This design comes from an exercise in tuning for small area, a short achievable clock period and few clock cycles per item on the open sky130 flow, not from production work. Only simulation tests tie the RTL to the original design; equivalence was not proved. Power and IR drop assume default switching activity.

==> branch ember: inputs <==
Design digitClassifier, start of the top module:
module digitClassifier
(
    input  logic      clk,
    input  logic      rst,
    input  logic      start,
    input  logic      wrEn,
    input  cnnDataPkg::memAddr_t  wrAddr,
    input  cnnDataPkg::pixel_t    wrData,
    output logic      busy,
    output logic      done,
    output cnnDataPkg::classIdx_t classIdx,
    output cnnDataPkg::score_t    bestScore
);
Settings: LEC_CHECK=0, CAP_MARGIN=20, CORE_MARGIN=2, CORE_UTILIZATION=65, SLEW_MARGIN=20; clock period 10.0 ns.
standard.sh (not shown) runs the stock make flow with config.mk's settings and CLKGATE_MAP_FILE= SYNTH_SCRIPT=/design/flow/synth_recipe.tcl, a recipe that flattens the netlist after the stock synthesis.
==> flow/flow/run.sh <==
#!/bin/bash
set -euo pipefail
bash standard.sh SETUP_SLACK_MARGIN=6.0 finish > standard_make.log 2>&1
==> inputs of branch delta, as changes to branch ember <==
==> flow/flow/run.sh (replaced) <==
#!/bin/bash
set -euo pipefail
bash standard.sh SETUP_SLACK_MARGIN=6.3 finish > standard_make.log 2>&1
Settings changed: CORE_UTILIZATION 65 to 40.
==> comparison table <==
Critical path required time: branch delta 10,680 ps; branch ember 10,690 ps
Seq area share: branch delta 0.487; branch ember 0.497
Layout clock buffers: branch delta 236; branch ember 241
Result of the run: branch delta no timing/DRC/antenna violations; branch ember no timing/DRC/antenna violations
Setup WS pre-CTS: branch delta 6020 ps; branch ember 6210 ps
CP max stage delay: branch delta 560 ps; branch ember 650 ps
Bufs and invs on worst path: branch delta 4; branch ember 3
Final core utilization: branch delta 0.450; branch ember 0.718
Worst r2r src: branch delta kOne[1][0]; branch ember kNeg[0][3]
Internal Pwr Total: branch delta 13,600 uW; branch ember 13,400 uW
Share of the final layout cell area in multi-input gates: branch delta 0.369; branch ember 0.374
Worst setup slack after layout: branch delta 6370 ps; branch ember 6200 ps
Final worst hold slack: branch delta 324 ps; branch ember 322 ps
Number of optimization iterations in the first detailed-route pass: branch delta 6; branch ember 8
Post-detailed-route via-to-cell ratio: branch delta 5.40; branch ember 6.21
Final #Nets: branch delta 6,802; branch ember 6,783
Clock network contribution to total cell area: branch delta 0.0673; branch ember 0.0650
Number of antenna violations at the first check in global routing: branch delta 4; branch ember 6
DR vias: branch delta 47,000; branch ember 47,700
Testbench counts of branch ember, summed over its fixed seeds: cycles 14,352, images 192.
Testbench counts of branch delta, summed over its fixed seeds: cycles 14,352, images 192.


==> job 5467 <==
Starting RTL as in the previous note.
==> flow/config.mk <==
export PLATFORM = sky130hd
export DESIGN_NAME = digitClassifier
export DESIGN_NICKNAME = digitClassifier
export VERILOG_FILES = /design/flow/design.v
export SDC_FILE = /design/flow/constraint.sdc
export NUM_CORES = 4
export LEC_CHECK = 0
export CAP_MARGIN = 20
export CORE_MARGIN = 2
export CORE_UTILIZATION = 55
export SLEW_MARGIN = 20
==> flow/constraint.sdc <==
create_clock -name core_clock -period 10.0 [get_ports {clk}]
set_input_delay 2.0000 -clock core_clock [delete_from_list [all_inputs] [get_ports {clk}]]
set_output_delay 2.0000 -clock core_clock [all_outputs]
set_load 0.01 [all_outputs]
==> flow/flow/run.sh <==
#!/bin/bash
set -euo pipefail
bash standard.sh SETUP_SLACK_MARGIN=6.6 finish > standard_make.log 2>&1
==> job 3614 (differences from job 5467) <==
==> flow/flow/run.sh (replaced) <==
#!/bin/bash
set -euo pipefail
bash standard.sh SETUP_SLACK_MARGIN=6.3 finish > standard_make.log 2>&1
==> impl_metrics.ini <==
[clock_network]
clkTransAtPathRegs_ps = 50

[place]
place_hpwl_um = 137000

[layout]
nClkBuffers = 221
multi_input_area_share = 0.372

[global_routing]
grt_util_met2 = 0.457
grt_max_degree = 103

[run_status]
outcome = complete, no violations
(the above is from job 3614)
==> impl_metrics.ini <==
[global_routing]
grt_util_met2 = 0.461
grt_max_degree = 102

[place]
place_hpwl_um = 137000

[layout]
numSequentialCells = 1633
multi_input_area_share = 0.372
drive_gt1_frac = 0.133
nClkBuffers = 238

[clock_network]
clkTransAtPathRegs_ps = 60

[sta]
finalHoldViolCount = 0

[run_status]
outcome = complete, no violations
(the above is from job 5467)
Testbench counts of job 5467, summed over its fixed seeds: cycles 14,352, images 192.
Testbench counts of job 3614, summed over its fixed seeds: cycles 14,352, images 192.

## re-timing with driven ports
Ports are ideal in the flow. The routed layouts listed here were re-timed in OpenROAD.
Step 1: set_driving_cell puts a clkbuf_16 on clk and a buf_2 on each other input, an assumption about the parent block.
Step 2 also shifts input and output timing later by t, the mid clock arrival at the registers, as if the neighbouring blocks saw the same clock.
a / b / c = ideal ports / drivers / drivers and shift; a / b = the first two.
| run | t (ns) | slack for setup (ns) | clock arrival spread, ns | worst data-port slew with drivers (ns) |
|---|---|---|---|---|
| branch ember | 0.867 | 6.200 / 6.200 / 6.200 | 0.040 / 0.040 | 0.03 |
| branch delta | 0.877 | 6.369 / 6.294 / 6.369 | 0.062 / 0.063 | 0.05 |
| job 5467 | 0.881 | 6.410 / 6.410 / 6.410 | 0.045 / 0.045 | 0.04 |
| job 3614 | 0.894 | 6.362 / 6.278 / 6.429 | 0.051 / 0.052 | 0.04 |
After both steps setup and hold are still met in every run listed.
